This design comes from an exercise in tuning for small area, a short achievable clock period and few clock cycles per item on the open sky130 flow, not from production work. In this exercise RTL edits were held to simulation tests only and were not proved equivalent to the original.

### flow/design.v
`default_nettype none
package sw_pkg;
    localparam int REF_MAX_LEN  = 16;
    localparam int READ_MAX_LEN = 8;
    localparam int SW           = 6;
endpackage
`default_nettype wire
`timescale 1ns/1ps
`default_nettype none
module sw_seq_loader (
    input  logic        clk,
    input  logic        rst,
    input  logic        i_valid,
    input  logic [31:0] i_ref_seq,
    input  logic [15:0] i_read_seq,
    input  logic [4:0]  i_ref_len,
    input  logic [3:0]  i_read_len,
    input  logic        i_credit_ok,
    output logic        o_ready,
    output logic        o_start,
    output logic [7:0]  o_match,
    output logic [3:0]  o_read_len,
    output logic        o_first,
    output logic        o_last
);
    logic       run;
    logic [3:0] cnt;
    logic       active;
    logic [1:0] ref_base;
    assign o_start  = !run && i_valid && i_credit_ok;
    assign active   = run || o_start;
    assign ref_base = i_ref_seq[2*cnt +: 2];
    always_ff @(posedge clk or posedge rst) begin
        if (rst) begin
            run     <= 1'b0;
            cnt     <= '0;
            o_ready <= 1'b0;
            o_first <= 1'b0;
            o_last  <= 1'b0;
        end else begin
            o_first <= o_start;
            o_last  <= active && ({1'b0, cnt} + 5'd1 == i_ref_len);
            o_ready <= active && !o_ready && ({1'b0, cnt} + 5'd2 >= i_ref_len);
            if (o_ready) begin
                run <= 1'b0;
                cnt <= '0;
            end else if (active) begin
                run <= 1'b1;
                cnt <= cnt + 4'd1;
            end
        end
    end
    always_ff @(posedge clk) begin
        for (int r = 0; r < sw_pkg::READ_MAX_LEN; r++) begin
            o_match[r] <= (ref_base == i_read_seq[2*r +: 2]);
        end
        o_read_len <= i_read_len;
    end
endmodule
`default_nettype wire
`timescale 1ns/1ps
`default_nettype none
module sw_pe #(
    parameter int ROW = 0
) (
    input  logic       i_first,
    input  logic       i_match,
    input  logic [5:0] i_left_ht,
    input  logic [5:0] i_left_e,
    input  logic [5:0] i_diag_ht,
    output logic [5:0] o_e,
    output logic [5:0] o_key,
    output logic [5:0] o_self
);
    function automatic logic gt(input logic [5:0] a, input logic [5:0] b);
        logic g;
        g = 1'b0;
        for (int i = 0; i < 6; i++) begin
            g = (a[i] & ~b[i]) | (a[i] & g) | (~b[i] & g);
        end
        gt = g;
    endfunction
    function automatic logic [5:0] subsat(input logic [5:0] a, input int k);
        subsat = (int'(a) > k) ? 6'(int'(a) - k) : 6'd0;
    endfunction
    logic [5:0] a;
    logic [5:0] b;
    logic [5:0] d;
    logic [5:0] a2;
    logic [5:0] b2;
    logic [5:0] d2;
    logic [5:0] a4;
    logic [5:0] b4;
    logic [5:0] d4;
    logic       a_gt_b;
    logic       d_ge_a;
    logic       d_ge_b;
    assign a = i_first ? 6'd0 : subsat(i_left_e, 1);
    assign b = i_first ? 6'd0 : subsat(i_left_ht, ROW + 7);
    generate
        if (ROW == 0) begin : g_top
            assign d = i_match ? 6'd5 : 6'd0;
        end else begin : g_below
            assign d = i_first ? (i_match ? 6'd5 : 6'd0)
                     : (i_match ? 6'(int'(i_diag_ht) - ROW + 2) : subsat(i_diag_ht, ROW + 5));
        end
    endgenerate
    assign a2 = 6'(int'(a) + ROW + 2);
    assign b2 = 6'(int'(b) + ROW + 2);
    assign d2 = 6'(int'(d) + ROW + 2);
    assign a4 = 6'(int'(a) + ROW + 4);
    assign b4 = 6'(int'(b) + ROW + 4);
    assign d4 = 6'(int'(d) + ROW + 4);
    assign a_gt_b = gt(a, b);
    assign d_ge_a = !gt(a, d);
    assign d_ge_b = !gt(b, d);
    assign o_e    = a_gt_b ? a : b;
    assign o_key  = (d_ge_a && d_ge_b) ? d2 : (a_gt_b ? a2 : b2);
    assign o_self = (d_ge_a && d_ge_b) ? d4 : (a_gt_b ? a4 : b4);
endmodule
`default_nettype wire
`timescale 1ns/1ps
`default_nettype none
module sw_pe_array (
    input  logic        clk,
    input  logic        rst,
    input  logic [7:0]  i_match,
    input  logic        i_first,
    input  logic        i_last,
    output logic [47:0] o_ht,
    output logic        o_first,
    output logic        o_last
);
    localparam int N = sw_pkg::READ_MAX_LEN;
    function automatic logic gt(input logic [5:0] a, input logic [5:0] b);
        logic g;
        g = 1'b0;
        for (int i = 0; i < 6; i++) begin
            g = (a[i] & ~b[i]) | (a[i] & g) | (~b[i] & g);
        end
        gt = g;
    endfunction
    function automatic logic [5:0] max2(input logic [5:0] a, input logic [5:0] b);
        max2 = gt(b, a) ? b : a;
    endfunction
    function automatic int ht_bits(input int r);
        ht_bits = $clog2(6 * r + 10);
    endfunction
    function automatic int e_bits(input int r);
        e_bits = $clog2(5 * r + 3);
    endfunction
    logic [5:0] ht   [0:N-1];
    logic [5:0] e    [0:N-1];
    logic [5:0] e_n  [0:N-1];
    logic [5:0] key  [0:N-1];
    logic [5:0] self [0:N-1];
    logic [5:0] p    [1:N-1];
    logic [5:0] ht_n [0:N-1];
    generate
        for (genvar r = 0; r < N; r++) begin : g_row
            localparam int HB = ht_bits(r);
            localparam int EB = e_bits(r);
            logic [HB-1:0] ht_q;
            logic [EB-1:0] e_q;
            logic [5:0]    diag;
            assign ht[r] = 6'(ht_q);
            assign e[r]  = 6'(e_q);
            if (r == 0) begin : g_top
                assign diag = '0;
            end else begin : g_below
                assign diag = ht[r-1];
            end
            sw_pe #(.ROW(r)) pe_inst (
                .i_first   (i_first),
                .i_match   (i_match[r]),
                .i_left_ht (ht[r]),
                .i_left_e  (e[r]),
                .i_diag_ht (diag),
                .o_e       (e_n[r]),
                .o_key     (key[r]),
                .o_self    (self[r])
            );
            always_ff @(posedge clk) begin
                ht_q <= HB'(ht_n[r]);
                e_q  <= EB'(e_n[r]);
            end
        end
    endgenerate
    logic [5:0] m23;
    logic [5:0] m45;
    logic [5:0] m456;
    assign p[1] = key[0];
    assign p[2] = max2(key[0], key[1]);
    assign m23  = max2(key[2], key[3]);
    assign m45  = max2(key[4], key[5]);
    assign m456 = max2(m45, key[6]);
    assign p[3] = max2(p[2], key[2]);
    assign p[4] = max2(p[2], m23);
    assign p[5] = max2(p[4], key[4]);
    assign p[6] = max2(p[4], m45);
    assign p[7] = max2(p[4], m456);
    assign ht_n[0] = self[0];
    generate
        for (genvar r = 1; r < N; r++) begin : g_h
            assign ht_n[r] = max2(self[r], p[r]);
        end
    endgenerate
    always_ff @(posedge clk or posedge rst) begin
        if (rst) begin
            o_last <= 1'b0;
        end else begin
            o_last <= i_last;
        end
    end
    always_ff @(posedge clk) begin
        o_first <= i_first;
    end
    generate
        for (genvar r = 0; r < N; r++) begin : g_out
            assign o_ht[6*r +: 6] = ht[r];
        end
    endgenerate
endmodule
`default_nettype wire
`timescale 1ns/1ps
`default_nettype none
module sw_max_select (
    input  logic        clk,
    input  logic        rst,
    input  logic        i_start,
    input  logic [47:0] i_ht,
    input  logic [3:0]  i_read_len,
    input  logic        i_first,
    input  logic        i_last,
    input  logic        i_ready,
    output logic        o_credit_ok,
    output logic        o_valid,
    output logic [9:0]  o_score,
    output logic [2:0]  o_row,
    output logic [3:0]  o_column
);
    localparam int N = sw_pkg::READ_MAX_LEN;
    function automatic logic gt(input logic [5:0] a, input logic [5:0] b);
        logic g;
        g = 1'b0;
        for (int i = 0; i < 6; i++) begin
            g = (a[i] & ~b[i]) | (a[i] & g) | (~b[i] & g);
        end
        gt = g;
    endfunction
    function automatic logic gt9(input logic [8:0] a, input logic [8:0] b);
        logic g;
        g = 1'b0;
        for (int i = 0; i < 9; i++) begin
            g = (a[i] & ~b[i]) | (a[i] & g) | (~b[i] & g);
        end
        gt9 = g;
    endfunction
    logic [7:0] row_en;
    always_ff @(posedge clk) begin
        for (int r = 0; r < N; r++) begin
            row_en[r] <= (4'(r) < i_read_len);
        end
    end
    logic [5:0] h [0:N-1];
    generate
        for (genvar r = 0; r < N; r++) begin : g_h
            assign h[r] = row_en[r] ? 6'(i_ht[6*r +: 6] - 6'(r + 4)) : 6'd0;
        end
    endgenerate
    logic [5:0] s1 [0:3];
    logic [2:0] r1 [0:3];
    logic [5:0] s2 [0:1];
    logic [2:0] r2 [0:1];
    logic [5:0] cmax;
    logic [2:0] crow;
    generate
        for (genvar i = 0; i < 4; i++) begin : g_l1
            logic lo;
            assign lo    = gt(h[2*i+1], h[2*i]);
            assign s1[i] = lo ? h[2*i+1] : h[2*i];
            assign r1[i] = lo ? 3'(2*i+1) : 3'(2*i);
        end
        for (genvar i = 0; i < 2; i++) begin : g_l2
            logic lo;
            assign lo    = gt(s1[2*i+1], s1[2*i]);
            assign s2[i] = lo ? s1[2*i+1] : s1[2*i];
            assign r2[i] = lo ? r1[2*i+1] : r1[2*i];
        end
    endgenerate
    logic lo3;
    assign lo3  = gt(s2[1], s2[0]);
    assign cmax = lo3 ? s2[1] : s2[0];
    assign crow = lo3 ? r2[1] : r2[0];
    logic [5:0]  b_score;
    logic [2:0]  b_row;
    logic [3:0]  b_col;
    logic        b_full;
    logic [3:0]  col;
    logic        win;
    logic [12:0] n_best;
    assign win    = i_first || gt9({cmax, ~crow}, {b_score, ~b_row});
    assign n_best = win ? {cmax, crow, (i_first ? 4'd0 : col)} : {b_score, b_row, b_col};
    logic        take;
    logic        out_free;
    logic [1:0]  inflight;
    logic [12:0] o_data;
    assign take        = o_valid && i_ready;
    assign out_free    = !o_valid || take;
    assign o_credit_ok = !inflight[1] || take;
    always_ff @(posedge clk or posedge rst) begin
        if (rst) begin
            inflight <= '0;
            o_valid  <= 1'b0;
            b_full   <= 1'b0;
        end else begin
            inflight <= inflight + 2'(i_start) - 2'(take);
            if (b_full) begin
                if (out_free) begin
                    o_valid <= 1'b1;
                    b_full  <= 1'b0;
                end
            end else if (i_last) begin
                if (out_free) begin
                    o_valid <= 1'b1;
                end else begin
                    b_full <= 1'b1;
                end
            end else if (take) begin
                o_valid <= 1'b0;
            end
        end
    end
    always_ff @(posedge clk) begin
        col <= i_first ? 4'd1 : col + 4'd1;
        if (!b_full) begin
            {b_score, b_row, b_col} <= n_best;
        end
        if (out_free) begin
            o_data <= b_full ? {b_score, b_row, b_col} : n_best;
        end
    end
    assign o_score  = {4'd0, o_data[12:7]};
    assign o_row    = o_data[6:4];
    assign o_column = o_data[3:0];
endmodule
`default_nettype wire
`timescale 1ns/1ps
`default_nettype none
module sw_core (
    input  logic        clk,
    input  logic        rst,
    input  logic        i_valid,
    input  logic [31:0] i_ref_seq,
    input  logic [15:0] i_read_seq,
    input  logic [4:0]  i_ref_len,
    input  logic [3:0]  i_read_len,
    input  logic        i_ready,
    output logic        o_ready,
    output logic        o_valid,
    output logic [9:0]  o_score,
    output logic [2:0]  o_row,
    output logic [3:0]  o_column
);
    logic        credit_ok;
    logic        start;
    logic [7:0]  match;
    logic [3:0]  c_read_len;
    logic        c_first;
    logic        c_last;
    logic [47:0] ht;
    logic        h_first;
    logic        h_last;
    sw_seq_loader loader_inst (
        .clk         (clk),
        .rst         (rst),
        .i_valid     (i_valid),
        .i_ref_seq   (i_ref_seq),
        .i_read_seq  (i_read_seq),
        .i_ref_len   (i_ref_len),
        .i_read_len  (i_read_len),
        .i_credit_ok (credit_ok),
        .o_ready     (o_ready),
        .o_start     (start),
        .o_match     (match),
        .o_read_len  (c_read_len),
        .o_first     (c_first),
        .o_last      (c_last)
    );
    sw_pe_array array_inst (
        .clk      (clk),
        .rst      (rst),
        .i_match  (match),
        .i_first  (c_first),
        .i_last   (c_last),
        .o_ht     (ht),
        .o_first  (h_first),
        .o_last   (h_last)
    );
    sw_max_select select_inst (
        .clk         (clk),
        .rst         (rst),
        .i_start     (start),
        .i_ht        (ht),
        .i_read_len  (c_read_len),
        .i_first     (h_first),
        .i_last      (h_last),
        .i_ready     (i_ready),
        .o_credit_ok (credit_ok),
        .o_valid     (o_valid),
        .o_score     (o_score),
        .o_row       (o_row),
        .o_column    (o_column)
    );
endmodule
`default_nettype wire
### flow/constraint.sdc
create_clock -name core_clock -period 13.0 [get_ports {clk}]
set_input_delay 2.6000 -clock core_clock [delete_from_list [all_inputs] [get_ports {clk}]]
set_output_delay 2.6000 -clock core_clock [all_outputs]
set_load 0.01 [all_outputs]
### flow/config.mk
export PLATFORM = sky130hd
export DESIGN_NAME = sw_core
export DESIGN_NICKNAME = sw_core
export VERILOG_FILES = /design/flow/design.v
export SDC_FILE = /design/flow/constraint.sdc
export NUM_CORES = 4
export LEC_CHECK = 0
export ABC_AREA = 0
export CAP_MARGIN = 20
export CORE_MARGIN = 2
export CORE_UTILIZATION = 40
export SLEW_MARGIN = 20
### flow/run.sh
#!/bin/bash
# synth_recipe.tcl (not shown) runs the flow's synth.tcl, then flattens the netlist and writes it again
# the make line also repeats each setting of config.mk as NAME=value (left out here)
make -C /OpenROAD-flow-scripts/flow DESIGN_CONFIG=/design/flow/config.mk WORK_HOME=/design/flow/orfs CLKGATE_MAP_FILE= SYNTH_SCRIPT=/design/flow/synth_recipe.tcl finish
==> results of run 1 <==
[layout make-up]
cell class	count	area share, %
clock buffer	17	2.093
inverter	163	3.010
clock inverter	15	1.016
sequential	142	15.60
timing repair buffer	83	3.989
tap	600	3.693
multi-input combinational	2080	70.59
[cell families after synthesis]
logic type	count (synthesis)	synth area share, %
muxes	171	10.44
xor gates and xnor gates	150	7.163
buffers and inverters	260	5.549
and+or+nand+nor	848	21.81
AOI/OAI and AO/OA	741	27.39
other	1	0.02023
DFF	142	17.09
adders and majority gates	166	10.53
[sequential cells by signal, summed over array words and instances (netlist names), 2 cells and up]
name and flops:
select_inst.b_col 4, select_inst.col 4, select_inst.b_score 6, array_inst.g_row.e_q 36, select_inst.o_data 13, select_inst.b_row 3, array_inst.g_row.ht_q 42, loader_inst.o_match 8
select_inst.inflight 2, loader_inst.cnt 4, loader_inst.o_read_len 4, select_inst.row_en 8
[how the worst max path moves through the flow]
stage / end / slack, ns
2_1_floorplan: array_inst.g_row[7].ht_q[0] / 4.17
3_3_place_gp: array_inst.g_row[7].ht_q[2] / 3.48
3_5_place_dp: array_inst.g_row[7].ht_q[1] / 3.21
4_1_cts: array_inst.g_row[7].ht_q[1] / 3.19
5_1_grt: array_inst.g_row[7].ht_q[1] / 2.32
6_report: array_inst.g_row[7].ht_q[1] / 3.05
[cell usage in the layout, fill, tap and decap left out, drive strengths merged, types with 14 or more instances in the layout]
| cell type | instances |
|---|---|
| nand2b | 51 |
| clkbuf | 17 |
| nor2b | 25 |
| a211o | 19 |
| or3 | 14 |
| inv | 170 |
| o21ai | 159 |
| nand2 | 264 |
| nor2 | 216 |
| o21bai | 16 |
| and3 | 26 |
| o211ai | 31 |
| dfxtp | 103 |
| a21oi | 166 |
| o22ai | 21 |
| a21o | 34 |
| a31oi | 38 |
| mux2i | 97 |
| xnor2 | 84 |
| or2 | 29 |
| o21a | 19 |
| nand4 | 14 |
| mux2 | 63 |
| and2 | 39 |
| o31ai | 18 |
| a221oi | 16 |
| a211oi | 38 |
| clkdlybuf4s50 | 75 |
| xor2 | 65 |
| nor3 | 64 |
| edfxtp | 26 |
| ha | 111 |
| maj3 | 55 |
| nand3 | 59 |
[layer usage]
| layer | global-route usage [%] | vias up | share of wire, % |
|---|---|---|---|
| li1 | - | 9105 | - |
| met1 | 28.72 | 8765 | 45 |
| met2 | 38.43 | 638 | 47 |
| met3 | 4.144 | 118 | 5.8 |
| met4 | 8.311 | 0 | 2.7 |
| met5 | 0 | - | 0 |
[stage by stage]
| stage | setup slack [ns] | instance area, sq um | cells |
|---|---|---|---|
| floorplan | 4.174 | 18550 | 2482 |
| global placement | 3.479 | 19690 | 3068 |
| detailed placement | 3.207 | 19690 | 3068 |
| CTS | 3.192 | 20330 | 3100 |
| global route | 2.321 | 20330 | 3100 |
| finish | 3.047 | 20330 | 3100 |
==> flow_summary.yaml, run 1 <==
clock_tree:
  clk_pin_slew_ns: 0.08
  cts_tree: "yes"
  clk_path_buf_depth: 2
  post_cts_buffers: 0
  cts_resized: 0
  worstSkewPairLatency_ns: 0.50
  htree_levels: 4
  root_buffer: "clkbuf_16"
  cts.sinks: 142
  cts_hold_buf: 0
  cts_buffers: 17
final_layout:
  final_nets: 2659
  area_growth_pct: 9.667
  nFillCells: 4514
  seq_area_sq_um: 3172
  multiInputGateArea_sq_um: 14350
  antennaDiodeCount: 0
  final_util_pct: 44.60
  drive_gt1_share_pct: 7.400
setup_path:
  cp_num_cells: 29
  max_stage_delay_ns: 0.65
  crit_start: "loader_inst.o_first"
  crit_fanout: 51
  end_kind: "flop"
  cp.required_ns: 13.37
  cp_data_arrival_time_ns: 10.33
  cp_top_family: "multiplexers"
  ff2ff_setup_slack_ns: 3.05
  timing.rr.start: "loader_inst.o_first"
  r2r_end: "array_inst.g_row[7].ht_q[1]"
  reg2regPathDepth: 29
  crit_top_cell: "mux2_2"
  cp-start-kind: "flop"
  critPathSlowestCell: "inv_2"
  path_buf_inv: 4
  critical_path_class: "reg -> reg"
sta:
  setup_violations: 0
  skew_ns: 0.02378
  fmax_ghz: 0.1005
  timing.final.crit_period_ns: 9.953
  drv_slew: 0
  hold_slack_ns: 0.3555
  slew_headroom_pct: 26.81
  rsz0062_at_grt: "false"
  tightest_slew_ns: 1.091
  tns_ns: 0
  hold_viol_final: 0
  finalCritPeriodShare_pct: 76.56
global_route:
  grt-ovfl-total: 0
  grt_max_degree: 55
  grt_first_pass_wirelength_um: 88700
  antenna_found_initial: 0
  track_usage_pct: 22.71
  grt_pass1_vias: 17630
logic_synthesis:
  netlist_top_cells_count: "nand2_1, nor2_1, a21oi_1"
  syn_avg_cell_area_sq_um: 7.476
  yosysMostFrequentCell: "nand2_1"
  synth_ff_type: "dfxtp_1"
  synthesis.area_sq_um: 18530
  synth_top_area_share_pct: 11.13
  yosysUniqueCellTypes: 105
  yosysTopAreaCell: "dfxtp_1"
  yosys-top-cells-area: "dfxtp_1, ha_1, nand2_1"
  seq_area_frac_synth_pct: 17.09
  synth-seq-cells: 142
  synthArstFlopShare_pct: 9.155
  synth-edff-count: 26
  syn_inst: 2479
  yosys_warnings: 27
hold_path:
  min-delay-path-class: "reg -> reg"
  worstHoldPathCells: 0
  hold-path-endpoint: "array_inst.o_last"
  min_from: "loader_inst.o_last"
detailed_routing:
  final_antenna_net_count: 0
  routedWlPerCell_um: 17.63
  routed_wl_um: 54660
  routed-via-count: 18630
  avgViaCountPerCell: 6.008
  drt_iter0_drc: 1548
  firstDrtPassIters: 6
  drc: 0
die:
  die_area_sq_um: 48070
  die_height_um: 219.3
  rows: 78
  io_pins: 80
  core_sq_um: 45580
  die_w_um: 219.3
  start_util_pct: 40.67
placed_design:
  dpl.hpwl_um: 42360
  globalplace.congestion: 0.9210
  portBuffers: 75
flow_run:
  max-cap-violations: 0
outcome:
  outcome: "no timing/DRC/antenna violations"
Testbench counts, summed over its fixed seeds: cycles 19,587, jobs 1,600.
==> run 2, diff against run 1 <==
--- a/flow/config.mk
+++ b/flow/config.mk
@@ -6,5 +6,5 @@
 export NUM_CORES = 4
 export LEC_CHECK = 0
-export ABC_AREA = 0
+export ABC_AREA = 1
 export CAP_MARGIN = 20
 export CORE_MARGIN = 2
==> run 2 against run 1 <==
Still clean on timing, DRC and antenna. Sequential share of layout area up 0.53 points. Final area down 3.4%. Global-route usage down 0.055 points. Synthesized cell count up 23%. Non-clock buffer count down 6. Register-to-register slack better by 3.0 ns. Clock-buffer cell count up 2. Worst hold slack worse by 0.0064 ns. Wire length down 5.1%. Sequential cell count unchanged. Critical path depth up 19. Critical path type unchanged. Largest cell class unchanged.
==> flow_summary.yaml, run 2 <==
outcome:
  outcome: "no timing/DRC/antenna violations"
detailed_routing:
  routed-via-count: 18940
  drt_iter0_drc: 1525
  firstDrtPassIters: 6
  routed_wl_um: 51890
  routedWlPerCell_um: 13.99
  avgViaCountPerCell: 5.107
  final_antenna_net_count: 0
  drc: 0
logic_synthesis:
  yosysTopAreaCell: "nand2_1"
  synthArstFlopShare_pct: 9.155
  synth-seq-cells: 142
  yosys_warnings: 27
  synthesis.area_sq_um: 17730
  syn_inst: 3042
  synth-edff-count: 26
  yosysUniqueCellTypes: 64
  synth_top_area_share_pct: 20.22
  netlist_top_cells_count: "nand2_1, inv_1, nand3_1"
  syn_avg_cell_area_sq_um: 5.827
  yosys-top-cells-area: "nand2_1, dfxtp_1, inv_1"
  synth_ff_type: "dfxtp_1"
  yosysMostFrequentCell: "nand2_1"
  seq_area_frac_synth_pct: 17.87
setup_path:
  critical_path_class: "reg -> reg"
  critPathSlowestCell: "inv_4"
  end_kind: "flop"
  crit_top_cell: "nand2_1"
  cp.required_ns: 13.36
  max_stage_delay_ns: 0.58
  r2r_end: "array_inst.g_row[7].ht_q[3]"
  cp-start-kind: "flop"
  ff2ff_setup_slack_ns: 6.04
  timing.rr.start: "loader_inst.o_first"
  reg2regPathDepth: 48
  cp_data_arrival_time_ns: 7.32
  crit_fanout: 54
clock_tree:
  cts_resized: 0
  worstSkewPairLatency_ns: 0.47
  cts_hold_buf: 0
  clk_pin_slew_ns: 0.06
  clk_path_buf_depth: 2
  root_buffer: "clkbuf_16"
  cts_tree: "yes"
  post_cts_buffers: 0
  cts.sinks: 142
  htree_levels: 4
  cts_buffers: 17
hold_path:
  worstHoldPathCells: 0
  min_from: "loader_inst.o_last"
  hold-path-endpoint: "array_inst.o_last"
  min-delay-path-class: "reg -> reg"
final_layout:
  area_growth_pct: 10.73
  final_nets: 3275
  regMostFlops: "array_inst.g_row.ht_q"
  layout_common_cells: "nand2_1, inv_1, nand3_1"
  antennaDiodeCount: 0
  drive_gt1_share_pct: 7.285
  final_common_cell: "nand2_1"
  nFillCells: 4761
  largest_reg_flops: 42
  top_regs: "array_inst.g_row.ht_q: 42 flops, array_inst.g_row.e_q: 36 flops, select_inst.o_data: 13 flops"
die:
  start_util_pct: 40.35
  core_sq_um: 43930
  die_height_um: 214.5
  die_w_um: 214.5
  die_area_sq_um: 46020
  io_pins: 80
  rows: 77
placed_design:
  dpl.hpwl_um: 42080
  portBuffers: 75
  globalplace.congestion: 0.9152
global_route:
  grt-ovfl-total: 0
  antenna_found_initial: 0
  grt_pass1_vias: 17640
  grt_first_pass_wirelength_um: 86590
  track_usage_pct: 22.66
  grt_max_degree: 55
flow_run:
  max-cap-violations: 0
sta:
  finalCritPeriodShare_pct: 53.55
  fmax_ghz: 0.1436
  setup_violations: 0
  tightest_slew_ns: 0.9347
  drv_slew: 0
  hold_slack_ns: 0.3491
  tns_ns: 0
  hold_viol_final: 0
  timing.final.crit_period_ns: 6.962
  slew_headroom_pct: 37.62
  rsz0062_at_grt: "false"
  skew_ns: 0.009592
[run 2: cell types whose count changed in the layout (fill, tap and decap cells not counted), sizes merged, moves of 33 or more]
| cell | change |
|---|---|
| nor3 | -40 |
| nand2 | +784 |
| inv | +343 |
| xnor2 | -39 |
| a211oi | -36 |
| nand3 | +223 |
| a21o | -33 |
| nand2b | -51 |
| maj3 | -52 |
| a21oi | -74 |
| mux2 | -63 |
| o21ai | +79 |
| mux2i | -97 |
[run 2: cells by family after synthesis]
logic type | count (synthesis) | synth area share (%)
flip-flops | 142 | 17.87
other | 1 | 0.02115
XOR/XNOR | 106 | 5.237
AND/OR/NAND/NOR | 1669 | 41.34
adder cells (fa/ha/maj) | 114 | 8.004
buffers and inverters | 552 | 12.31
AO/OA/AOI/OAI | 458 | 15.22
[run 2: critical path: cells and delay by family, from the launching register on]
kind                     cells  cell delay (ns)
AO/OA/AOI/OAI               10             1.54
adder cells (fa/ha/maj)      1             0.25
buffers and inverters       10             1.66
flip-flops                   1             0.36
AND/OR/NAND/NOR             27             2.99
[run 2: worst max-delay path by stage]
stage | from | endpoint | cells after the start
finish | loader_inst.o_first | array_inst.g_row[7].ht_q[3] | 48
global route | loader_inst.o_first | array_inst.g_row[7].ht_q[3] | 50
CTS | loader_inst.o_first | array_inst.g_row[7].ht_q[3] | 50
detailed placement | loader_inst.o_first | array_inst.g_row[7].ht_q[3] | 50
global placement | loader_inst.o_first | array_inst.g_row[7].ht_q[2] | 50
floorplan | array_inst.g_row[0].ht_q[0] | array_inst.g_row[6].ht_q[4] | 47
[run 2: stage by stage]
stage | area, sq um | setup WS (ns) | instances | utilization (%)
CTS | 19620 | 6.079 | 3708 | 44.67
finish | 19630 | 6.038 | 3708 | 44.68
floorplan | 17740 | 7.656 | 3045 | -
detailed placement | 18990 | 6.122 | 3676 | 43.24
global route | 19630 | 5.300 | 3708 | 44.68
global placement | 18990 | 6.126 | 3676 | 43.24
[run 2: cell type report]
| type | count | area, sq um | area share, % |
|---|---|---|---|
| clock buffer | 19 | 442.9 | 2.257 |
| timing repair buffer | 77 | 765.7 | 3.901 |
| tap | 592 | 740.7 | 3.774 |
| inverter | 514 | 1932 | 9.842 |
| clock inverter | 13 | 186.4 | 0.9498 |
| multi-input combinational | 2351 | 12390 | 63.14 |
| sequential | 142 | 3168 | 16.14 |
[run 2: per-layer routing]
metal  vias up  GRT usage [%]  share of wire, %
met5         -              0                 0
met4         0          6.806               1.9
met3        62          3.858               5.9
met2       510          36.70                44
met1      8488          30.77                48
li1       9878              -                 -
==> run 3, diff against run 2 <==
--- a/flow/config.mk
+++ b/flow/config.mk
@@ -9,4 +9,4 @@
 export CAP_MARGIN = 20
 export CORE_MARGIN = 2
-export CORE_UTILIZATION = 40
+export CORE_UTILIZATION = 60
 export SLEW_MARGIN = 20
==> run 3 against run 2 <==
Sequential share of layout area increased by 0.23 points. Sequential cell count is the same. Largest cell class unchanged. Final area decreased by 1.4%. Wire length is 1.9% lower. Synthesized cell count stayed put. Core utilization up 22 points. Clock-buffer cell count shrank 2. Synthesized area is the same.
==> flow_summary.yaml, run 3 <==
hold_path:
  min-delay-path-class: "reg -> reg"
  hold-path-endpoint: "array_inst.o_last"
  worstHoldPathCells: 0
  min_from: "loader_inst.o_last"
detailed_routing:
  drc: 0
  drt_iter0_drc: 1687
  avgViaCountPerCell: 5.553
  firstDrtPassIters: 8
  routed_wl_um: 50890
  routed-via-count: 19440
  routedWlPerCell_um: 14.54
  final_antenna_net_count: 0
sta:
  setup_violations: 0
  hold_viol_final: 0
  tightest_slew_ns: 0.9269
  drv_slew: 0
  finalCritPeriodShare_pct: 53.01
  fmax_ghz: 0.1451
  rsz0062_at_grt: "false"
  skew_ns: 0.01271
  tns_ns: 0
  slew_headroom_pct: 38.14
  timing.final.crit_period_ns: 6.891
die:
  die_height_um: 175.9
  start_util_pct: 61.26
  core_sq_um: 28940
  die_area_sq_um: 30940
  io_pins: 80
  rows: 62
  die_w_um: 175.9
flow_run:
  max-cap-violations: 0
placed_design:
  globalplace.congestion: 1.037
  dpl.hpwl_um: 40280
  portBuffers: 75
setup_path:
  max_stage_delay_ns: 0.56
  end_kind: "flop"
  timing.rr.start: "loader_inst.o_first"
  critPathSlowestCell: "inv_4"
  r2r_end: "array_inst.g_row[7].ht_q[2]"
  reg2regPathDepth: 54
  cp_top_family: "simple AND/OR/NAND/NOR gates"
  crit_top_cell: "nand2_1"
  ff2ff_setup_slack_ns: 6.11
  critical_path_class: "reg -> reg"
  crit_fanout: 54
  cp_data_arrival_time_ns: 7.24
  cp-start-kind: "flop"
  path_buf_inv: 10
  cp.required_ns: 13.35
logic_synthesis:
  yosys-top-cells-area: "nand2_1, dfxtp_1, inv_1"
  syn_avg_cell_area_sq_um: 5.827
  yosysUniqueCellTypes: 64
  synthesis.area_sq_um: 17730
  netlist_top_cells_count: "nand2_1, inv_1, nand3_1"
  yosysTopAreaCell: "nand2_1"
  syn_inst: 3042
  yosys_warnings: 27
  synth-edff-count: 26
  yosysMostFrequentCell: "nand2_1"
  synth-seq-cells: 142
  synth_ff_type: "dfxtp_1"
  synthArstFlopShare_pct: 9.155
  synth_top_area_share_pct: 20.22
  seq_area_frac_synth_pct: 17.87
clock_tree:
  cts_tree: "yes"
  cts_resized: 0
  htree_levels: 4
  clk_path_buf_depth: 2
  root_buffer: "clkbuf_16"
  clk_pin_slew_ns: 0.07
  cts_buffers: 17
  post_cts_buffers: 0
  worstSkewPairLatency_ns: 0.46
  cts_hold_buf: 0
  cts.sinks: 142
global_route:
  antenna_found_initial: 0
  track_usage_pct: 33.11
  grt_pass1_vias: 18070
  grt_first_pass_wirelength_um: 84700
  grt-ovfl-total: 0
  grt_max_degree: 55
final_layout:
  layout_common_cells: "nand2_1, inv_1, nand3_1"
  drive_gt1_share_pct: 7.285
  regMostFlops: "array_inst.g_row.ht_q"
  area_growth_pct: 9.168
  top_regs: "array_inst.g_row.ht_q: 42 flops, array_inst.g_row.e_q: 36 flops, select_inst.o_data: 13 flops"
  multiInputGateArea_sq_um: 12390
  seq_area_sq_um: 3168
  final_nets: 3275
  nFillCells: 2776
  largest_reg_flops: 42
  final_common_cell: "nand2_1"
outcome:
  outcome: "no timing/DRC/antenna violations"
[run 3: through the flow]
| step | area (sq um) | hold slack (ns) | worst slack, ns | cells | utilization (%) |
|---|---|---|---|---|---|
| 4_1_cts | 19340 | 0.3500 | 6.222 | 3500 | 66.86 |
| 5_1_grt | 19350 | 0.3574 | 5.289 | 3500 | 66.87 |
| 3_3_place_gp | 18730 | 0.3346 | 6.294 | 3468 | 64.75 |
| 3_5_place_dp | 18730 | 0.3362 | 6.268 | 3468 | 64.75 |
| 2_1_floorplan | 17740 | 0.3312 | 7.656 | 3045 | - |
| 6_report | 19350 | 0.3531 | 6.109 | 3501 | 66.88 |
[run 3: routing by layer]
| metal | routed length (um) | GRT usage [%] |
|---|---|---|
| met2 | 23060 | 54.74 |
| met4 | 1004 | 9.952 |
| met5 | 0 | 0 |
| met1 | 22700 | 43.97 |
| met3 | 4122 | 6.017 |
[run 3: worst max-delay path by stage]
| stage | slack [ns] | from | cells after the start | end |
|---|---|---|---|---|
| after CTS | 6.22 | loader_inst.o_first | 54 | array_inst.g_row[7].ht_q[2] |
| after detailed placement | 6.27 | loader_inst.o_first | 54 | array_inst.g_row[7].ht_q[2] |
| final | 6.11 | loader_inst.o_first | 54 | array_inst.g_row[7].ht_q[2] |
| after floorplan | 7.66 | array_inst.g_row[0].ht_q[0] | 47 | array_inst.g_row[6].ht_q[4] |
| after global placement | 6.29 | loader_inst.o_first | 54 | array_inst.g_row[7].ht_q[2] |
| after global routing | 5.29 | loader_inst.o_first | 56 | array_inst.g_row[7].ht_q[2] |
[run 3: kinds of logic (layout without fill, tap and decap cells)]
logic type	after synthesis	after routing	synth area share, %
xor gates and xnor gates	106	106	5.237
buffers and inverters	552	623	12.31
adders and majority gates	114	114	8.004
AOI/OAI and AO/OA	458	458	15.22
DFF	142	142	17.87
and+or+nand+nor	1669	1669	41.34
other	1	5	0.02115
[run 3: cell type report]
class / instances / area share [%]
Tap cell: 384 / 2.483
Sequential cell: 142 / 16.37
Inverter: 514 / 9.983
Multi-Input combinational cell: 2351 / 64.04
Antenna cell: 1 / 0.01293
Timing Repair Buffer: 77 / 3.957
Clock buffer: 17 / 2.198
Clock inverter: 15 / 0.9569
==> run 4, diff against run 3 <==
--- a/flow/design.v
+++ b/flow/design.v
@@ -36,8 +36,6 @@
             cnt     <= '0;
             o_ready <= 1'b0;
-            o_first <= 1'b0;
             o_last  <= 1'b0;
         end else begin
-            o_first <= o_start;
             o_last  <= active && ({1'b0, cnt} + 5'd1 == i_ref_len);
             o_ready <= active && !o_ready && ({1'b0, cnt} + 5'd2 >= i_ref_len);
@@ -52,4 +50,5 @@
     end
     always_ff @(posedge clk) begin
+        o_first <= o_start;
         for (int r = 0; r < sw_pkg::READ_MAX_LEN; r++) begin
             o_match[r] <= (ref_base == i_read_seq[2*r +: 2]);
@@ -87,35 +86,30 @@
     logic [5:0] b;
     logic [5:0] d;
-    logic [5:0] a2;
-    logic [5:0] b2;
-    logic [5:0] d2;
-    logic [5:0] a4;
-    logic [5:0] b4;
-    logic [5:0] d4;
     logic       a_gt_b;
-    logic       d_ge_a;
-    logic       d_ge_b;
-    assign a = i_first ? 6'd0 : subsat(i_left_e, 1);
-    assign b = i_first ? 6'd0 : subsat(i_left_ht, ROW + 7);
+    logic       d_top;
+    logic       s_d;
+    logic       s_a;
+    logic       s_b;
+    assign a = subsat(i_left_e, 1);
+    assign b = subsat(i_left_ht, ROW + 7);
     generate
         if (ROW == 0) begin : g_top
             assign d = i_match ? 6'd5 : 6'd0;
         end else begin : g_below
-            assign d = i_first ? (i_match ? 6'd5 : 6'd0)
-                     : (i_match ? 6'(int'(i_diag_ht) - ROW + 2) : subsat(i_diag_ht, ROW + 5));
+            assign d = i_match ? 6'(int'(i_diag_ht) - ROW + 2) : subsat(i_diag_ht, ROW + 5);
         end
     endgenerate
-    assign a2 = 6'(int'(a) + ROW + 2);
-    assign b2 = 6'(int'(b) + ROW + 2);
-    assign d2 = 6'(int'(d) + ROW + 2);
-    assign a4 = 6'(int'(a) + ROW + 4);
-    assign b4 = 6'(int'(b) + ROW + 4);
-    assign d4 = 6'(int'(d) + ROW + 4);
     assign a_gt_b = gt(a, b);
-    assign d_ge_a = !gt(a, d);
-    assign d_ge_b = !gt(b, d);
-    assign o_e    = a_gt_b ? a : b;
-    assign o_key  = (d_ge_a && d_ge_b) ? d2 : (a_gt_b ? a2 : b2);
-    assign o_self = (d_ge_a && d_ge_b) ? d4 : (a_gt_b ? a4 : b4);
+    assign d_top  = !gt(a, d) && !gt(b, d);
+    assign s_d    = !i_first && d_top;
+    assign s_a    = !i_first && !d_top && a_gt_b;
+    assign s_b    = !i_first && !d_top && !a_gt_b;
+    assign o_e    = ({6{!i_first &&  a_gt_b}} & a) | ({6{!i_first && !a_gt_b}} & b);
+    assign o_key  = ({6{s_d}} & 6'(int'(d) + ROW + 2)) | ({6{s_a}} & 6'(int'(a) + ROW + 2))
+                  | ({6{s_b}} & 6'(int'(b) + ROW + 2))
+                  | ({6{i_first}} & (i_match ? 6'(ROW + 7) : 6'(ROW + 2)));
+    assign o_self = ({6{s_d}} & 6'(int'(d) + ROW + 4)) | ({6{s_a}} & 6'(int'(a) + ROW + 4))
+                  | ({6{s_b}} & 6'(int'(b) + ROW + 4))
+                  | ({6{i_first}} & (i_match ? 6'(ROW + 9) : 6'(ROW + 4)));
 endmodule
 `default_nettype wire
@@ -144,4 +138,31 @@
         max2 = gt(b, a) ? b : a;
     endfunction
+    function automatic logic [5:0] max3(input logic [5:0] a, input logic [5:0] b,
+                                        input logic [5:0] c);
+        logic ab;
+        logic ac;
+        logic bc;
+        ab = !gt(b, a);
+        ac = !gt(c, a);
+        bc = !gt(c, b);
+        max3 = ({6{ab && ac}} & a) | ({6{!ab && bc}} & b) | ({6{!ac && !bc}} & c);
+    endfunction
+    function automatic logic [5:0] max4(input logic [5:0] a, input logic [5:0] b,
+                                        input logic [5:0] c, input logic [5:0] d);
+        logic ab;
+        logic ac;
+        logic ad;
+        logic bc;
+        logic bd;
+        logic cd;
+        ab = !gt(b, a);
+        ac = !gt(c, a);
+        ad = !gt(d, a);
+        bc = !gt(c, b);
+        bd = !gt(d, b);
+        cd = !gt(d, c);
+        max4 = ({6{ab && ac && ad}} & a) | ({6{!ab && bc && bd}} & b)
+             | ({6{!ac && !bc && cd}} & c) | ({6{!ad && !bd && !cd}} & d);
+    endfunction
     function automatic int ht_bits(input int r);
         ht_bits = $clog2(6 * r + 10);
@@ -155,5 +176,4 @@
     logic [5:0] key  [0:N-1];
     logic [5:0] self [0:N-1];
-    logic [5:0] p    [1:N-1];
     logic [5:0] ht_n [0:N-1];
     generate
@@ -187,23 +207,18 @@
         end
     endgenerate
-    logic [5:0] m23;
+    logic [5:0] m0123;
     logic [5:0] m45;
     logic [5:0] m456;
-    assign p[1] = key[0];
-    assign p[2] = max2(key[0], key[1]);
-    assign m23  = max2(key[2], key[3]);
-    assign m45  = max2(key[4], key[5]);
-    assign m456 = max2(m45, key[6]);
-    assign p[3] = max2(p[2], key[2]);
-    assign p[4] = max2(p[2], m23);
-    assign p[5] = max2(p[4], key[4]);
-    assign p[6] = max2(p[4], m45);
-    assign p[7] = max2(p[4], m456);
+    assign m0123 = max4(key[0], key[1], key[2], key[3]);
+    assign m45   = max2(key[4], key[5]);
+    assign m456  = max3(key[4], key[5], key[6]);
     assign ht_n[0] = self[0];
-    generate
-        for (genvar r = 1; r < N; r++) begin : g_h
-            assign ht_n[r] = max2(self[r], p[r]);
-        end
-    endgenerate
+    assign ht_n[1] = max2(self[1], key[0]);
+    assign ht_n[2] = max3(self[2], key[0], key[1]);
+    assign ht_n[3] = max4(self[3], key[0], key[1], key[2]);
+    assign ht_n[4] = max2(self[4], m0123);
+    assign ht_n[5] = max3(self[5], m0123, key[4]);
+    assign ht_n[6] = max3(self[6], m0123, m45);
+    assign ht_n[7] = max3(self[7], m0123, m456);
     always_ff @(posedge clk or posedge rst) begin
         if (rst) begin
@@ -293,4 +308,20 @@
     assign cmax = lo3 ? s2[1] : s2[0];
     assign crow = lo3 ? r2[1] : r2[0];
+    logic [5:0]  c_max;
+    logic [2:0]  c_row;
+    logic        c_first;
+    logic        c_last;
+    always_ff @(posedge clk or posedge rst) begin
+        if (rst) begin
+            c_last <= 1'b0;
+        end else begin
+            c_last <= i_last;
+        end
+    end
+    always_ff @(posedge clk) begin
+        c_max   <= cmax;
+        c_row   <= crow;
+        c_first <= i_first;
+    end
     logic [5:0]  b_score;
     logic [2:0]  b_row;
@@ -300,6 +331,6 @@
     logic        win;
     logic [12:0] n_best;
-    assign win    = i_first || gt9({cmax, ~crow}, {b_score, ~b_row});
-    assign n_best = win ? {cmax, crow, (i_first ? 4'd0 : col)} : {b_score, b_row, b_col};
+    assign win    = c_first || gt9({c_max, ~c_row}, {b_score, ~b_row});
+    assign n_best = win ? {c_max, c_row, (c_first ? 4'd0 : col)} : {b_score, b_row, b_col};
     logic        take;
     logic        out_free;
@@ -321,5 +352,5 @@
                     b_full  <= 1'b0;
                 end
-            end else if (i_last) begin
+            end else if (c_last) begin
                 if (out_free) begin
                     o_valid <= 1'b1;
@@ -333,5 +364,5 @@
     end
     always_ff @(posedge clk) begin
-        col <= i_first ? 4'd1 : col + 4'd1;
+        col <= c_first ? 4'd1 : col + 4'd1;
         if (!b_full) begin
             {b_score, b_row, b_col} <= n_best;
--- a/flow/config.mk
+++ b/flow/config.mk
@@ -6,7 +6,7 @@
 export NUM_CORES = 4
 export LEC_CHECK = 0
-export ABC_AREA = 1
+export ABC_AREA = 0
 export CAP_MARGIN = 20
 export CORE_MARGIN = 2
-export CORE_UTILIZATION = 60
+export CORE_UTILIZATION = 40
 export SLEW_MARGIN = 20
==> run 4 against run 3 <==
Via count up 10%. Sequential share of layout area shrank 1.6 points. Global-route usage shrank 9.2 points. Wire length grew 35%. Non-clock buffer count up 6. Maximum frequency decreased by 14%. Clock skew up 0.0041 ns. Die area up 78%. Synthesized area rose by 20%. Largest cell class unchanged.
==> flow_summary.yaml, run 4 <==
outcome:
  outcome: "no timing/DRC/antenna violations"
setup_path:
  critical_path_class: "reg -> reg"
  cp-start-kind: "flop"
  end_kind: "flop"
  cp_data_arrival_time_ns: 8.35
  cp.required_ns: 13.35
  crit_fanout: 15
sta:
  hold_viol_final: 0
  tns_ns: 0
  slew_headroom_pct: 24.84
  finalCritPeriodShare_pct: 61.51
  skew_ns: 0.01683
  tightest_slew_ns: 1.096
  fmax_ghz: 0.1251
  timing.final.crit_period_ns: 7.996
  rsz0062_at_grt: "false"
  setup_violations: 0
  drv_slew: 0
final_layout:
  final_util_pct: 43.68
  antennaDiodeCount: 0
  nFillCells: 5331
  top_regs: "array_inst.g_row.ht_q: 42 flops, array_inst.g_row.e_q: 36 flops, select_inst.o_data: 13 flops"
  regMostFlops: "array_inst.g_row.ht_q"
  fin_cells: 3489
  area_growth_pct: 7.873
  largest_reg_flops: 42
  final_nets: 2994
  layout_common_cells: "nor2_1, nand2_1, a21oi_1"
  drive_gt1_share_pct: 7.783
clock_tree:
  cts_buffers: 17
  htree_levels: 4
  cts_hold_buf: 0
  post_cts_buffers: 0
  cts.sinks: 153
  clk_pin_slew_ns: 0.08
  worstSkewPairLatency_ns: 0.49
  cts_resized: 0
  clk_path_buf_depth: 2
  cts_tree: "yes"
  root_buffer: "clkbuf_16"
logic_synthesis:
  synthArstFlopShare_pct: 8.497
  seq_area_frac_synth_pct: 15.92
  yosysTopAreaCell: "dfxtp_1"
  synthesis.area_sq_um: 21280
  synth-seq-cells: 153
  synth_top_area_share_pct: 10.72
  yosys_warnings: 25
  syn_avg_cell_area_sq_um: 7.597
  yosysMostFrequentCell: "nor2_1"
  netlist_top_cells_count: "nor2_1, nand2_1, a21oi_1"
  synth-edff-count: 26
  synth_ff_type: "dfxtp_1"
  yosys-top-cells-area: "dfxtp_1, ha_1, xnor2_1"
  yosysUniqueCellTypes: 134
  syn_inst: 2801
detailed_routing:
  final_antenna_net_count: 0
  firstDrtPassIters: 5
  avgViaCountPerCell: 6.153
  routed-via-count: 21470
  drt_iter0_drc: 1954
  routedWlPerCell_um: 19.65
  routed_wl_um: 68560
  drc: 0
global_route:
  antenna_found_initial: 0
  grt_first_pass_wirelength_um: 108600
  grt-ovfl-total: 0
  grt_use_met3_pct: 4.312
  grt_pass1_vias: 20450
  track_usage_pct: 23.95
  busiest_layer: "met2"
  grt.met2_usage_pct: 38.48
  grt_max_degree: 39
  use_met1_pct: 31.56
die:
  start_util_pct: 40.50
  die_w_um: 234.7
  core_sq_um: 52550
  die_height_um: 234.7
  die_area_sq_um: 55060
  io_pins: 80
  rows: 84
placed_design:
  placedCellCount: 3457
  dpl.hpwl_um: 53000
  globalplace.congestion: 0.9666
  portBuffers: 75
hold_path:
  min-delay-path-class: "reg -> reg"
flow_run:
  max-cap-violations: 0
run 4: final cells by class:
type | count | area [sq um] | share of cell area (%)
inverters | 203 | 762.0 | 3.319
clock buffers | 17 | 425.4 | 1.853
clock inverters | 15 | 126.4 | 0.5505
multi-input cells | 2330 | 16580 | 72.22
well taps | 688 | 860.8 | 3.750
repair buffers | 83 | 810.8 | 3.532
flip-flops and latches | 153 | 3392 | 14.78
run 4: final timing paths:
check                                       startpoint                     endpoint  slack [ns]  depth (start not counted)
max in group asynchronous                          rst          select_inst.o_valid       10.24                          2
setup reg to reg           array_inst.g_row[4].ht_q[2]  array_inst.g_row[7].ht_q[4]        5.00                         23
setup / recovery           array_inst.g_row[4].ht_q[2]  array_inst.g_row[7].ht_q[4]        5.00                         23
hold / removal                      array_inst.o_first          select_inst.c_first        0.33                          0
min in group asynchronous                          rst           loader_inst.cnt[1]        2.44                          2
hold reg to reg                     array_inst.o_first          select_inst.c_first        0.33                          0
run 4: routing by layer:
layer / share of wire, % / up-vias
met5: 0 / -
met4: 3.3 / 0
met3: 6.4 / 129
met2: 45 / 721
met1: 45 / 10250
li1: - / 10370
run 4: through the flow:
stage	hold slack, ns	worst slack, ns	instance area [sq um]
floorplan	0.3096	6.372	21290
detailed placement	0.3165	5.145	22400
finish	0.3305	5.004	22960
CTS	0.3325	5.146	22950
global route	0.3337	4.393	22960
global placement	0.3171	5.357	22400
run 4: cells by family (layout without fill, tap and decap cells):
kind of cell	count (synthesis)	count (layout)	synth area share [%]
compound gates	905	905	30.67
xor+xnor	181	181	7.614
fa+ha+maj	238	238	13.04
buf+inv	321	318	6.238
flops	153	153	15.92
mux	102	102	5.656
other cells	1	4	0.01762
simple gates	900	900	20.85
run 4: worst max-delay path, stage by stage, from the launching register on:
cell and delay (ns):
dfxtp_1 0.65, inv_1 0.14, ha_1 0.24, nand4bb_1 0.20, o2111a_1 0.21, a2bb2oi_1 0.70
nand2_1 0.14, maj3_2 0.33, a22o_1 0.29, a21oi_2 0.33, mux2i_1 0.94, o21ai_0 0.40
a2111oi_2 0.54, nor4_1 0.14, maj3_2 0.36, nand3_1 0.11, o211ai_1 0.17, maj3_2 0.38
maj3_2 0.31, maj3_2 0.31, maj3_2 0.31, maj3_2 0.39, o2111ai_1 0.12, o221ai_1 0.14
Testbench counts of run 4, summed over its fixed seeds: cycles 19,677, jobs 1,600.
==> run 5, diff against run 4 <==
--- a/flow/config.mk
+++ b/flow/config.mk
@@ -6,5 +6,5 @@
 export NUM_CORES = 4
 export LEC_CHECK = 0
-export ABC_AREA = 0
+export ABC_AREA = 1
 export CAP_MARGIN = 20
 export CORE_MARGIN = 2
==> run 5 against run 4 <==
Non-clock buffer count fell by 4. Maximum frequency grew 54%. First-iteration DRC count decreased by 1.5%. Clock skew up 0.0012 ns. Still clean on timing, DRC and antenna. Core utilization rose by 0.80 points. Final cell count rose by 21%.
==> flow_summary.yaml, run 5 <==
outcome:
  outcome: "no timing/DRC/antenna violations"
logic_synthesis:
  syn_avg_cell_area_sq_um: 5.876
  syn_inst: 3474
  yosysTopAreaCell: "nand2_1"
  yosys-top-cells-area: "nand2_1, dfxtp_1, inv_1"
  yosysUniqueCellTypes: 65
  synthArstFlopShare_pct: 8.497
  yosysMostFrequentCell: "nand2_1"
  synth_top_area_share_pct: 20.10
  synth-seq-cells: 153
  seq_area_frac_synth_pct: 16.60
  netlist_top_cells_count: "nand2_1, inv_1, nand3_1"
  synth-edff-count: 26
  synth_ff_type: "dfxtp_1"
  synthesis.area_sq_um: 20410
  yosys_warnings: 25
final_layout:
  multiInputGateArea_sq_um: 14600
  largest_reg_flops: 42
  final_util_pct: 44.48
  antennaDiodeCount: 0
  seq_area_sq_um: 3390
  drive_gt1_share_pct: 8.331
  nFillCells: 5530
  regMostFlops: "array_inst.g_row.ht_q"
  final_nets: 3734
  final_common_cell: "nand2_1"
  area_growth_pct: 9.543
  top_regs: "array_inst.g_row.ht_q: 42 flops, array_inst.g_row.e_q: 36 flops, select_inst.o_data: 13 flops"
  layout_common_cells: "nand2_1, inv_1, nand3_1"
die:
  die_height_um: 229.9
  rows: 82
  core_sq_um: 50270
  die_area_sq_um: 52860
  start_util_pct: 40.60
  die_w_um: 229.9
  io_pins: 80
setup_path:
  cp-start-kind: "flop"
  critical_path_class: "reg -> reg"
  cp_data_arrival_time_ns: 5.58
  cp.required_ns: 13.38
  reg2regPathDepth: 36
  timing.rr.start: "array_inst.g_row[0].ht_q[0]"
  crit_start: "array_inst.g_row[0].ht_q[0]"
  critPathSlowestCell: "dfxtp_1"
  end_kind: "flop"
  crit_fanout: 12
  crit_top_cell: "nand2_1"
  max_stage_delay_ns: 0.54
clock_tree:
  cts_tree: "yes"
  post_cts_buffers: 0
  htree_levels: 4
  cts.sinks: 153
  cts_hold_buf: 0
  cts_buffers: 17
  root_buffer: "clkbuf_16"
  cts_resized: 0
  clk_pin_slew_ns: 0.08
  worstSkewPairLatency_ns: 0.50
  clk_path_buf_depth: 2
hold_path:
  min-delay-path-class: "reg -> reg"
  min_from: "array_inst.o_first"
  worstHoldPathCells: 0
detailed_routing:
  routed-via-count: 21730
  final_antenna_net_count: 0
  routedWlPerCell_um: 14.91
  drt_iter0_drc: 1925
  drc: 0
  avgViaCountPerCell: 5.159
  firstDrtPassIters: 6
  routed_wl_um: 62810
sta:
  hold_viol_final: 0
  fmax_ghz: 0.1924
  finalCritPeriodShare_pct: 39.98
  hold_slack_ns: 0.3289
  slew_headroom_pct: 31.74
  timing.final.crit_period_ns: 5.197
  drv_slew: 0
  skew_ns: 0.01799
  tns_ns: 0
  rsz0062_at_grt: "false"
  tightest_slew_ns: 1.018
  setup_violations: 0
global_route:
  antenna_found_initial: 0
  grt_first_pass_wirelength_um: 102400
  grt_pass1_vias: 19750
  grt_max_degree: 39
  grt-ovfl-total: 0
  track_usage_pct: 23.81
placed_design:
  globalplace.congestion: 0.9541
  dpl.hpwl_um: 49740
  portBuffers: 75
flow_run:
  max-cap-violations: 0
==> run 5: cell types whose count changed in the layout (fill, tap and decap cells not counted), moves of 56 or more <==
| cell | previous run | this run |
|---|---|---|
| a21oi_1 | 195 | 85 |
| inv_1 | 189 | 492 |
| maj3_1 | 70 | 5 |
| mux2i_1 | 57 | 1 |
| nand2_1 | 243 | 1093 |
| nand2_2 | 0 | 57 |
| nand3_1 | 71 | 307 |
| nand4_1 | 20 | 86 |
| xnor2_1 | 118 | 53 |
==> run 5: cell type report <==
| cell class | instances | area share, % |
|---|---|---|
| Multi-Input combinational cell | 2709 | 65.30 |
| Sequential cell | 153 | 15.16 |
| Inverter | 568 | 9.579 |
| Tap cell | 672 | 3.760 |
| Timing Repair Buffer | 79 | 3.492 |
| Clock buffer | 17 | 1.902 |
| Clock inverter | 15 | 0.8057 |
==> run 5: per-layer routing <==
layer	track usage, %	share of wire [%]
met4	5.786	1.6
met3	4.836	6.5
met5	0	0
met2	38.71	45
met1	32.15	47
==> run 5: logic make-up after synthesis <==
logic type | after synthesis | share of synthesized area, %
mux | 1 | 0.04904
buf+inv | 615 | 11.92
flops | 153 | 16.60
other cells | 1 | 0.01837
xor+xnor | 137 | 5.878
compound gates | 453 | 13.73
fa+ha+maj | 150 | 9.133
simple gates | 1964 | 42.67
==> run 5: stage by stage <==
step	setup slack (ns)	area, sq um	cells
after floorplan	8.865	20420	3477
after global placement	8.012	21760	4181
after detailed placement	7.965	21760	4181
after CTS	7.911	22360	4213
after global routing	7.231	22360	4213
final	7.803	22360	4213
==> run 5: final timing paths <==
kind | end | slack, ns
min reg2reg | select_inst.c_first | 0.33
max | array_inst.g_row[6].ht_q[3] | 7.80
min | select_inst.c_first | 0.33
max in group asynchronous | loader_inst.run | 10.24
min in group asynchronous | loader_inst.o_ready | 2.42
max reg2reg | array_inst.g_row[6].ht_q[3] | 7.80
==> run 5: worst max-delay path, delay by kind of cell (launching register included) <==
kind	cells	cell delay, ns
AOI/OAI and AO/OA	3	0.49
xor gates and xnor gates	1	0.19
DFF	1	0.54
and+or+nand+nor	21	2.42
buffers and inverters	8	0.66
adders and majority gates	3	0.73
==> run 6, diff against run 5 <==
==> flow/flow/run.sh (new file) <==
#!/bin/bash
# The standard layout, with timing repair aiming for 8.5 ns of setup slack
bash standard.sh SETUP_SLACK_MARGIN=8.5 finish > standard.log 2>&1
==> flow/standard.sh (new file) <==
#!/bin/bash
# synth_recipe.tcl (not shown) runs the flow's synth.tcl, then flattens the netlist and writes it again
# the make line also repeats each setting of config.mk as NAME=value (left out here)
make -C /OpenROAD-flow-scripts/flow DESIGN_CONFIG=/design/flow/config.mk WORK_HOME=/design/flow/orfs CLKGATE_MAP_FILE= SYNTH_SCRIPT=/design/flow/synth_recipe.tcl "${@:-finish}"
removed: flow/run.sh
==> run 6 against run 5 <==
Final area is 17% higher. Wire length is 8.8% higher. Critical path depth stayed put. Worst setup slack better by 0.79 ns. Clock-buffer cell count stayed put. Core utilization is 7.7 points higher. Worst hold slack hardly changed. Clock skew is 0.0020 ns higher. Critical endpoint is now array_inst.g_row[7].ht_q[1]. Largest cell class unchanged.
==> flow_summary.yaml, run 6 <==
outcome:
  outcome: "no timing/DRC/antenna violations"
logic_synthesis:
  syn_avg_cell_area_sq_um: 5.876
  yosys_warnings: 25
  synth_ff_type: "dfxtp_1"
  synth-seq-cells: 153
  synth_top_area_share_pct: 20.10
  synthesis.area_sq_um: 20410
  yosysMostFrequentCell: "nand2_1"
  seq_area_frac_synth_pct: 16.60
  netlist_top_cells_count: "nand2_1, inv_1, nand3_1"
  yosysUniqueCellTypes: 65
  yosysTopAreaCell: "nand2_1"
  yosys-top-cells-area: "nand2_1, dfxtp_1, inv_1"
  synth-edff-count: 26
  synthArstFlopShare_pct: 8.497
  syn_inst: 3474
clock_tree:
  htree_levels: 4
  cts_buffers: 17
  root_buffer: "clkbuf_16"
  clk_path_buf_depth: 2
  cts.sinks: 153
  cts_tree: "yes"
  clk_pin_slew_ns: 0.08
  worstSkewPairLatency_ns: 0.51
final_layout:
  fin_cells: 4408
  finalInstanceArea_sq_um: 26240
  largest_reg_flops: 42
  final_nets: 3928
  layout_common_cells: "nand2_1, inv_1, nor2_1, nand3_1, buf_4"
  final_common_cell: "nand2_1"
  drive_gt1_share_pct: 23.67
  final_util_pct: 52.19
  regMostFlops: "array_inst.g_row.ht_q"
  top_regs: "array_inst.g_row.ht_q: 42 flops, array_inst.g_row.e_q: 36 flops, select_inst.o_data: 13 flops"
  area_growth_pct: 28.53
global_route:
  grt-ovfl-total: 0
  grt_use_met3_pct: 5.667
  antenna_found_initial: 2
  track_usage_pct: 24.03
  grt_max_degree: 39
  use_met1_pct: 31.76
  grt_pass1_vias: 20230
  grt_first_pass_wirelength_um: 103500
  busiest_layer: "met2"
  grt.met2_usage_pct: 38.62
detailed_routing:
  routed-via-count: 23260
  drt_iter0_drc: 1922
  routed_wl_um: 68340
  avgViaCountPerCell: 5.277
  final_antenna_net_count: 0
  routedWlPerCell_um: 15.50
  firstDrtPassIters: 8
  drc: 0
placed_design:
  portBuffers: 75
  globalplace.congestion: 0.9541
  dpl.hpwl_um: 49740
  placed_area_sq_um: 21760
  placedCellCount: 4181
setup_path:
  cp_data_arrival_time_ns: 4.84
  max_stage_delay_ns: 0.41
  critical_path_class: "reg -> reg"
  crit_fanout: 8
  cp.required_ns: 13.43
  crit_top_cell: "nand2_1"
  critPathSlowestCell: "dfxtp_4"
  end_kind: "flop"
  cp-start-kind: "flop"
sta:
  hold_viol_final: 0
  fmax_ghz: 0.2268
  finalCritPeriodShare_pct: 33.92
  tns_ns: 0
  rsz0062_at_grt: "true"
  skew_ns: 0.02003
  setup_violations: 0
  drv_slew: 0
  slew_headroom_pct: 36.10
  timing.final.crit_period_ns: 4.410
  tightest_slew_ns: 0.9484
die:
  rows: 82
  die_w_um: 229.9
  core_sq_um: 50270
  io_pins: 80
  die_area_sq_um: 52860
  die_height_um: 229.9
  start_util_pct: 40.60
flow_run:
  max-cap-violations: 0
hold_path:
  min-delay-path-class: "reg -> reg"
## run 6: per-layer routing
metal | wire (um) | part of all wire (%) | vias up
li1 | - | - | 11740
met1 | 30340 | 44 | 10500
met2 | 30950 | 45 | 849
met3 | 4854 | 7.1 | 177
met4 | 2178 | 3.2 | 2
met5 | 13 | 0.019 | -
## run 6: cell families (layout without fill, tap and decap cells)
kind of cell,Yosys count,in the layout,synth area share [%]
muxes,1,1,0.04904
and+or+nand+nor,1964,1970,42.67
xor gates and xnor gates,137,137,5.878
DFF,153,153,16.60
AOI/OAI and AO/OA,453,453,13.73
other,1,5,0.01837
buffers and inverters,615,867,11.92
adders and majority gates,150,150,9.133
## run 6: final timing paths
kind,start,end,slack [ns],cells after the start
setup / recovery,array_inst.g_row[0].ht_q[1],array_inst.g_row[7].ht_q[1],8.59,36
hold / removal,array_inst.o_first,select_inst.c_first,0.33,0
min in group asynchronous,rst,loader_inst.o_ready,2.42,2
setup reg to reg,array_inst.g_row[0].ht_q[1],array_inst.g_row[7].ht_q[1],8.59,36
hold reg to reg,array_inst.o_first,select_inst.c_first,0.33,0
max in group asynchronous,rst,loader_inst.o_last,10.24,2
## run 6: stage by stage
stage / hold slack [ns] / setup slack (ns)
6_report: 0.3289 / 8.590
5_1_grt: 0.3500 / 8.297
4_1_cts: 0.3291 / 8.504
3_5_place_dp: 0.3121 / 7.965
3_3_place_gp: 0.3104 / 8.012
2_1_floorplan: 0.3096 / 8.865
## run 6: area by class of cell
class / instances / area (sq um)
timing repair buffer: 267 / 2345
clock buffer: 17 / 425.4
clock inverter: 15 / 180.2
fill: 5155 / 24040
antenna: 1 / 2.502
inverter: 568 / 2203
multi-input combinational: 2715 / 16740
sequential: 153 / 3502
tap: 672 / 840.8
## run 6: worst max-delay path, delay by kind of cell, from the launching register on
kind	cells	cell delay, ns
adder cells (fa/ha/maj)	2	0.31
AND/OR/NAND/NOR	23	2.05
buffers and inverters	7	0.85
flip-flops	1	0.41
AO/OA/AOI/OAI	4	0.71
## run 6: what timing repair did
action                     4_1_cts  5_1_grt
setup endpoints to repair       34       41
buffers inserted                32      156
gates cloned                     0        6
hold buffers                     0        0
pin swaps                       20      195
resized for setup              109      534

[re-timing with driven ports]
The results above use ideal ports. As a check the final layouts listed here were re-extracted and re-timed, cells and wires unchanged. Step 1 sets driving cells, clkbuf_16 on the clock port and buf_2 on the other inputs (assumed; they add their load-dependent delay and slew). Step 2, shift: input delay + t, output delay - t, t = (earliest + latest rising clock arrival at the registers) / 2. This alone moves slack from input paths to output paths. Slacks: ideal ports / drivers / drivers and shift; pairs: ideal ports / drivers.
run	t (ns)	setup WS [ns]	worst hold slack (ns)	slew at the worst register clock pin (ns)	cell pins on the clock port's net
run 1	0.549	3.047 / 3.047 / 3.047	0.356 / 0.356 / 0.356	0.08 / 0.08	1
run 2	0.526	6.038 / 6.038 / 6.038	0.349 / 0.349 / 0.349	0.07 / 0.07	1
run 3	0.506	6.109 / 6.109 / 6.109	0.353 / 0.353 / 0.353	0.07 / 0.07	1
run 4	0.544	5.004 / 5.004 / 5.004	0.330 / 0.330 / 0.330	0.08 / 0.08	1
run 5	0.557	7.803 / 7.803 / 7.803	0.329 / 0.329 / 0.329	0.08 / 0.08	1
run 6	0.558	8.590 / 8.590 / 8.426	0.329 / 0.329 / 0.329	0.08 / 0.08	1
After both steps every run listed still meets setup and hold. For run 6, which loses most, drivers alone change the setup slack by 0.000 ns; drivers and shift together by -0.164 ns.
